Context: an optimization exercise on an open-source flow, tuned for small area and few clock cycles per item. The choices shown serve that exercise and are no tape-out recipe. Function was not checked in any run shown here: the RTL went through the layout flow alone. Power figures rest on the tool's default switching activity, not on a simulated workload.

## flow/design.v (module list and top-level ports; edited modules follow where they fit)
// module fir_stream_filter: 1366 lines
// module fir_fa: 4 lines
// module fir_ha: 4 lines
module fir_stream_filter (
  input  logic               clk,
  input  logic               rst_n,
  input  logic               in_valid,
  output logic               in_ready,
  input  logic signed [15:0] in_data,
  output logic               out_valid,
  input  logic               out_ready,
  output logic signed [15:0] out_data,
  output logic               out_sat,
  input  logic               coef_we,
  input  logic [2:0]         coef_addr,
  input  logic signed [15:0] coef_wdata,
  input  logic               coef_swap,
  input  logic               flush
);
  // ...
==> flow/run.sh <==
#!/bin/bash
# synth_recipe.tcl (not shown) runs the flow's synth.tcl, then flattens the netlist and writes it again
# the make line also repeats each setting of config.mk as NAME=value (left out here)
make -C /OpenROAD-flow-scripts/flow DESIGN_CONFIG=/design/flow/config.mk WORK_HOME=/design/flow/orfs CLKGATE_MAP_FILE= SYNTH_SCRIPT=/design/flow/synth_recipe.tcl finish
==> flow/config.mk <==
export PLATFORM = sky130hd
export DESIGN_NAME = fir_stream_filter
export DESIGN_NICKNAME = fir_stream_filter
export VERILOG_FILES = /design/flow/design.v
export SDC_FILE = /design/flow/constraint.sdc
export NUM_CORES = 4
export LEC_CHECK = 0
export ABC_AREA = 1
export CAP_MARGIN = 20
export CORE_MARGIN = 2
export CORE_UTILIZATION = 55
export SLEW_MARGIN = 20
export SYNTH_HIERARCHICAL = 1
export SYNTH_MINIMUM_KEEP_SIZE = 0
==> flow/constraint.sdc <==
create_clock -name core_clock -period 7.5 [get_ports {clk}]
set_input_delay 1.5000 -clock core_clock [delete_from_list [all_inputs] [get_ports {clk}]]
set_output_delay 1.5000 -clock core_clock [all_outputs]
set_load 0.01 [all_outputs]
==> results_dict.tcl, run 1 <==
set metrics [dict create \
    status "finished clean" \
    row_count 120 \
    crit_cells 15 \
    timing.slew.headroom_pct 20.8 \
    max-vdd-ir-drop_mv 0.671 \
    cp_top_family "adder cells" \
    avgSynthCellArea_um2 12.0 \
    grt_start_max_net_pins 95 \
    fin_crit_ns 7.20 \
    synthSimpleGateAreaFrac_pct 3.36 \
    final_net_count 6160 \
    fin_area_um2 63700 \
    initialDrtViolationCount 6651 \
    final-setup-viol-count 0 \
    largestRegisters "active: 128 flops, shadow: 128 flops, x: 112 flops" \
    timing.rr.end "rb_q[8]" \
    synth_cells 4947 \
    yosys.cell_count.top_type "fa_1" \
    synth_top_family_by_area "adder cells" \
    routed.top_layer "met4" \
    power-top-group "combinational logic" \
    cp_cell_sequence "nand2_4 -> nor2_2 -> inv_1 -> a31oi_2 -> o22ai_1 -> xor2_1 -> fa_1 -> fa_1 -> fa_1 -> fa_1 -> fa_1 -> fa_1 -> fa_1 -> fa_1 -> fa_1" \
    inverters 298 \
    grtUsageMet3_pct 7.96 \
    skew_ns 0.0298 \
    clock_sinks 442 \
    gr-total-overflow 0 \
    path_buf_inv 1 \
    async_reset_ff_share_pct 5.66 \
    register_area_um2 13200 \
    finalNonFillerCells 6409 \
    cp_max_fo 16 \
    setup_tns_ns 0 \
]
==> run 2: changes to the inputs <==
--- a/flow/design.v
+++ b/flow/design.v
@@ -12,71 +12,59 @@
   input  logic [2:0]         coef_addr,
   input  logic signed [15:0] coef_wdata,
   input  logic               coef_swap,
   input  logic               flush
 );
   logic        adv, accept;
   logic [15:0] shadow [8];
   logic [15:0] active [8];
-  logic [7:0]  sh_ok, act_ok;     
-  logic [7:0]  sh_ok_next;
   logic        swap_q;            
-  logic [15:0] x [7];             
+  logic [15:0] xn [7];            
   logic [6:0]  h_ok;              
   logic [15:0] ce [8];            
   logic [16:0] pp [8][8];         
   logic [7:0]  ng [8];            
   logic [34:0] row_a, row_b;
   logic        fits;
   assign adv      = !out_valid || out_ready;
   assign in_ready = adv && !flush && !swap_q;
   assign accept   = in_valid && in_ready;
-  always_comb begin
-    for (int k = 0; k < 8; k++) sh_ok_next[k] = sh_ok[k] || (coef_we && coef_addr == 3'(k));
-  end
   always_ff @(posedge clk) begin
     for (int k = 0; k < 8; k++) begin
-      if (coef_we && coef_addr == 3'(k)) shadow[k] <= coef_wdata;
+      if (!rst_n || (coef_we && coef_addr == 3'(k))) shadow[k] <= rst_n ? coef_wdata : 16'd0;
       if (swap_q) active[k] <= shadow[k];
     end
   end
   always_ff @(posedge clk or negedge rst_n) begin
-    if (!rst_n) begin
-      sh_ok  <= '0;
-      act_ok <= '0;
-      swap_q <= 1'b0;
-    end else begin
-      sh_ok  <= sh_ok_next;
-      swap_q <= coef_swap;
-      if (swap_q) act_ok <= sh_ok;
-    end
+    if (!rst_n) swap_q <= 1'b1;
+    else swap_q <= coef_swap;
   end
   always_ff @(posedge clk) begin
     if (accept) begin
-      x[0] <= in_data;
-      for (int k = 1; k < 7; k++) x[k] <= x[k-1];
+      xn[0] <= ~in_data;
+      for (int k = 1; k < 7; k++) xn[k] <= xn[k-1];
     end
   end
   always_ff @(posedge clk or negedge rst_n) begin
     if (!rst_n) h_ok <= '0;
     else if (flush) h_ok <= '0;
     else if (accept) h_ok <= {h_ok[5:0], 1'b1};
   end
   generate
     for (genvar k = 0; k < 8; k++) begin : g_tap
       logic [16:0] cx;      
       logic [16:0] xe;      
       logic [7:0]  one, two;
       if (k == 0) begin : g_new
-        assign ce[k] = act_ok[k] ? active[k] : 16'd0;
+        assign ce[k] = active[k];
         assign xe = {in_data[15], in_data};
       end else begin : g_old
-        assign ce[k] = (act_ok[k] && h_ok[k-1]) ? active[k] : 16'd0;
-        assign xe = {x[k-1][15], x[k-1]};
+        assign ce[k] = h_ok[k-1] ? active[k] : 16'd0;
+        assign xe = ~{xn[k-1][15], xn[k-1]};
       end
       assign cx = {ce[k], 1'b0};
       for (genvar j = 0; j < 8; j++) begin : g_dig
         assign ng[k][j] = cx[2*j+2];
         assign one[j] = cx[2*j+1] ^ cx[2*j];
         assign two[j] = (cx[2*j+2] ^ cx[2*j+1]) & ~one[j];
         for (genvar i = 0; i < 17; i++) begin : g_bit
           if (i == 0) begin : g_lsb
==> run 2 against run 1 <==
  * Still clean
  * Synthesized cell count decreased by 0.83%
  * Critical path depth rose by 3
  * Worst hold slack lost 0.0016 ns
  * Highest routed layer unchanged
  * Global-route usage about the same
  * Combinational power up 17%
  * Sequential cell count shrank 16
  * Worst setup slack gained 0.20 ns
  * Cell count shrank 2.0%
  * Cell area shrank 4.0%
==> results_dict.tcl, run 2 <==
set metrics [dict create \
    synth_cells 4906 \
    yosys.area.top_type_share_pct 38.9 \
    synth_seq_cells 426 \
    fin_crit_ns 7.00 \
    cts_tree "done" \
    fin_area_um2 61200 \
    period_share_pct 93.3 \
    wl_per_cell_um 34.9 \
    power_uw 24900 \
    yosysTopAreaCell "fa_1" \
    yosysWarningCount 19 \
    hold_buffers 0 \
    antenna_found_initial 0 \
    status "finished clean" \
    largestRegisters "active: 128 flops, shadow: 128 flops, xn: 112 flops" \
    syn-cell-area_um2 56700 \
    htreeDepth 2 \
    io_buffer_count 60 \
    synth_edf_count 417 \
    clock_latency_ns 0.69 \
    cp_slowest_stage_delay_ns 0.74 \
    grt_pass1_wl_um 314000 \
    final_core_util_pct 60.0 \
    slowest_stage "dfrtp_1" \
    whs_ns 0.404 \
    wl_met2_um 96000 \
    detail_route.wirelength_um 219000 \
    io-pin-count 61 \
    required_ns 7.91 \
    min_path_type "reg -> reg" \
    drive_gt1_share_pct 9.33 \
    avgSynthCellArea_um2 11.6 \
    final_net_count 6074 \
    fp.coreArea_um2 102000 \
    gr-total-overflow 0 \
    yosysUniqueCellTypes 40 \
    die_area_um2 106000 \
    timing.slew.headroom_pct 21.6 \
    yosys.cell_count.top_type "fa_1" \
    critPathLaunchType "register" \
    tightest_slew_ns 1.17 \
    viasPerCell 6.74 \
    fillCellCount 8577 \
    met1Wirelength_um 77400 \
    ant_nets 0 \
    grt_pass1_vias 43095 \
    cts_resized 0 \
    routed.top_layer "met4" \
    initial_core_util_pct 55.5 \
    critPathKind "reg -> reg" \
    path_common_cell "fa_1" \
    yosysSeqAreaShare_pct 22.5 \
    postCtsSetupBuffers 0 \
    clk_pin_slew_ns 0.06 \
    drtPass1Iterations 8 \
    mostFrequentLayoutCells "fa_1 (1102), xor2_1 (1064), o22ai_1 (965)" \
    die-width_um 325 \
    critical_path_arrival_ns 7.41 \
    rsz0062_at_grt "false" \
    clock_sinks 426 \
    cap_violations 0 \
    ys.flop_type "edfxtp_1" \
    ys_top_cells_by_count "fa_1 (1102), xor2_1 (1064), o22ai_1 (965)" \
    hold_viol 0 \
    cts-buffers-inserted 51 \
    dp_hpwl_um 181000 \
    gp_congestion 1.04 \
    maxSlewViolCount 0 \
    clockRootBuffer "clkbuf_16" \
    met3WireLength_um 24000 \
    die_h_um 325 \
    powerDensity_nw_per_um2 407 \
    async_reset_ff_share_pct 2.11 \
    skew_ns 0.0344 \
    worstSetupEndpointType "register" \
    grt_start_max_net_pins 113 \
    max-vdd-ir-drop_mv 0.813 \
    fmax_mhz 143 \
    areaGrowthSynthToFinish_pct 7.94 \
    layout_commonest_cell "fa_1" \
    row_count 117 \
    initialDrtViolationCount 6462 \
    synth_area_leaders "fa_1 (39%), edfxtp_1 (22%), xor2_1 (16%)" \
    grtUsageTotal_pct 42.0 \
    final-setup-viol-count 0 \
    drc 0 \
    dpl_cell_area_um2 59300 \
    cp_max_fo 14 \
    cp_cell_sequence "nand2_1 -> nand2_1 -> a22o_1 -> o22ai_1 -> xor2_1 -> ha_1 -> fa_1 -> fa_1 -> fa_1 -> fa_1 -> fa_1 -> fa_1 -> fa_1 -> ha_1 -> nand2_1 -> nor2_1 -> nand3_1 -> o2111ai_1" \
    clockBufferDepth 3 \
    vias 42319 \
    leakage_uw 0.0309 \
]
[run 2: changes by cell type in the layout (fill, tap and decap cells not counted), sizes merged, moves of 10 or more]
cell / previous run / this run
buf: 251 / 294
inv: 297 / 106
a31oi: 59 / 7
nand2: 193 / 365
a22o: 5 / 43
nor3: 50 / 1
xor2: 1113 / 1064
dfrtp: 25 / 8
nor2: 139 / 115
a21oi: 87 / 97
clkinv: 24 / 65
[run 2: worst max-delay path, delay by kind of cell (launching register included)]
kind	cells	cell delay, ns
flip-flops	1	0.74
AO/OA/AOI/OAI	3	0.83
AND/OR/NAND/NOR	5	0.72
XOR/XNOR	1	0.19
adder cells (fa/ha/maj)	9	4.25
[run 2: path summary, 6_finish.rpt]
check | start | to | slack, ns | depth (start not counted)
worst max-delay path | h_ok[4] | cl_q | 0.50 | 18
worst min-delay path | shadow[6][0] | active[6][0] | 0.40 | 0
worst max register to register | h_ok[4] | cl_q | 0.50 | 18
worst min register to register | shadow[6][0] | active[6][0] | 0.40 | 0
max in group asynchronous | rst_n | swap_q | 5.94 | 2
min in group asynchronous | rst_n | out_valid | 1.24 | 2
[run 2: area by class of cell]
cell class                 count  area [µm²]  share of cell area, %
timing repair buffer         354        2880                   4.71
tap                         1368        1710                   2.80
sequential                   426       12800                   20.8
inverter                     148         611                  0.998
antenna                        1        2.50                0.00409
clock buffer                  60        1360                   2.22
multi-input combinational   3885       41400                   67.6
clock inverter                36         480                  0.785
[run 2: layer usage]
layer / vias to the layer above / track usage [%]
met1: 21559 / 54.7
met5: - / 0
met4: 0 / 32.6
met3: 631 / 8.60
li1: 16920 / -
met2: 3209 / 61.8
[run 2: cell families after synthesis]
family                   after synthesis  synth area share, %
AO/OA/AOI/OAI                       1143                 12.7
XOR/XNOR                            1068                 16.5
adder cells (fa/ha/maj)             1166                 40.3
buffers and inverters                603                 4.56
flip-flops                           426                 22.5
other                                  1              0.00662
AND/OR/NAND/NOR                      499                 3.42
[run 2: power breakdown]
group,switching [µW],internal (µW),leakage [µW]
registers,245,4370,0.00410
clock network,1170,1630,0.000901
logic,9670,7850,0.0259
total,11100,13800,0.0309
[run 2: modules after synthesis, one instance, submodules excluded]
module	cells	times used	area, µm²
fir_stream_filter	3782	1	34400
fir_fa	1	1093	20.0
fir_ha	1	31	12.5
[run 2: metrics by stage]
step                      setup TNS [ns]  cells  setup WS (ns)
final                                  0   6278          0.501
after CTS                              0   6277          0.661
after global placement                 0   6181         0.0315
after detailed placement         -0.0517   6181        -0.0430
after floorplan                        0   4914          0.830
after global routing                   0   6277          0.355

[port drivers added, routing unchanged]
No port has a modelled driver above. Below, the same layouts with a new extraction and two added sets of constraints.
Step 1 assumes that a clkbuf_16 drives the clock port and a buf_2 every other input.
Step 2, shift: input delay + t, output delay - t, t = (earliest + latest rising clock arrival at the registers) / 2. This alone moves slack from input paths to output paths.
a / b / c = ideal / step 1 / step 2; a / b = the first two.
run	t, ns	slack for setup (ns)	hold slack, ns	worst register clock-pin slew, ns
run 1	0.758	0.300 / 0.300 / -0.067	0.406 / 0.406 / 0.406	0.08 / 0.08
run 2	0.744	0.501 / 0.501 / -0.073	0.404 / 0.404 / 0.404	0.07 / 0.07
Met with ideal ports but missed after step 2: setup timing in run 1 and run 2. For run 2, which loses most, drivers alone change the setup slack by 0.000 ns; drivers and shift together by -0.574 ns.
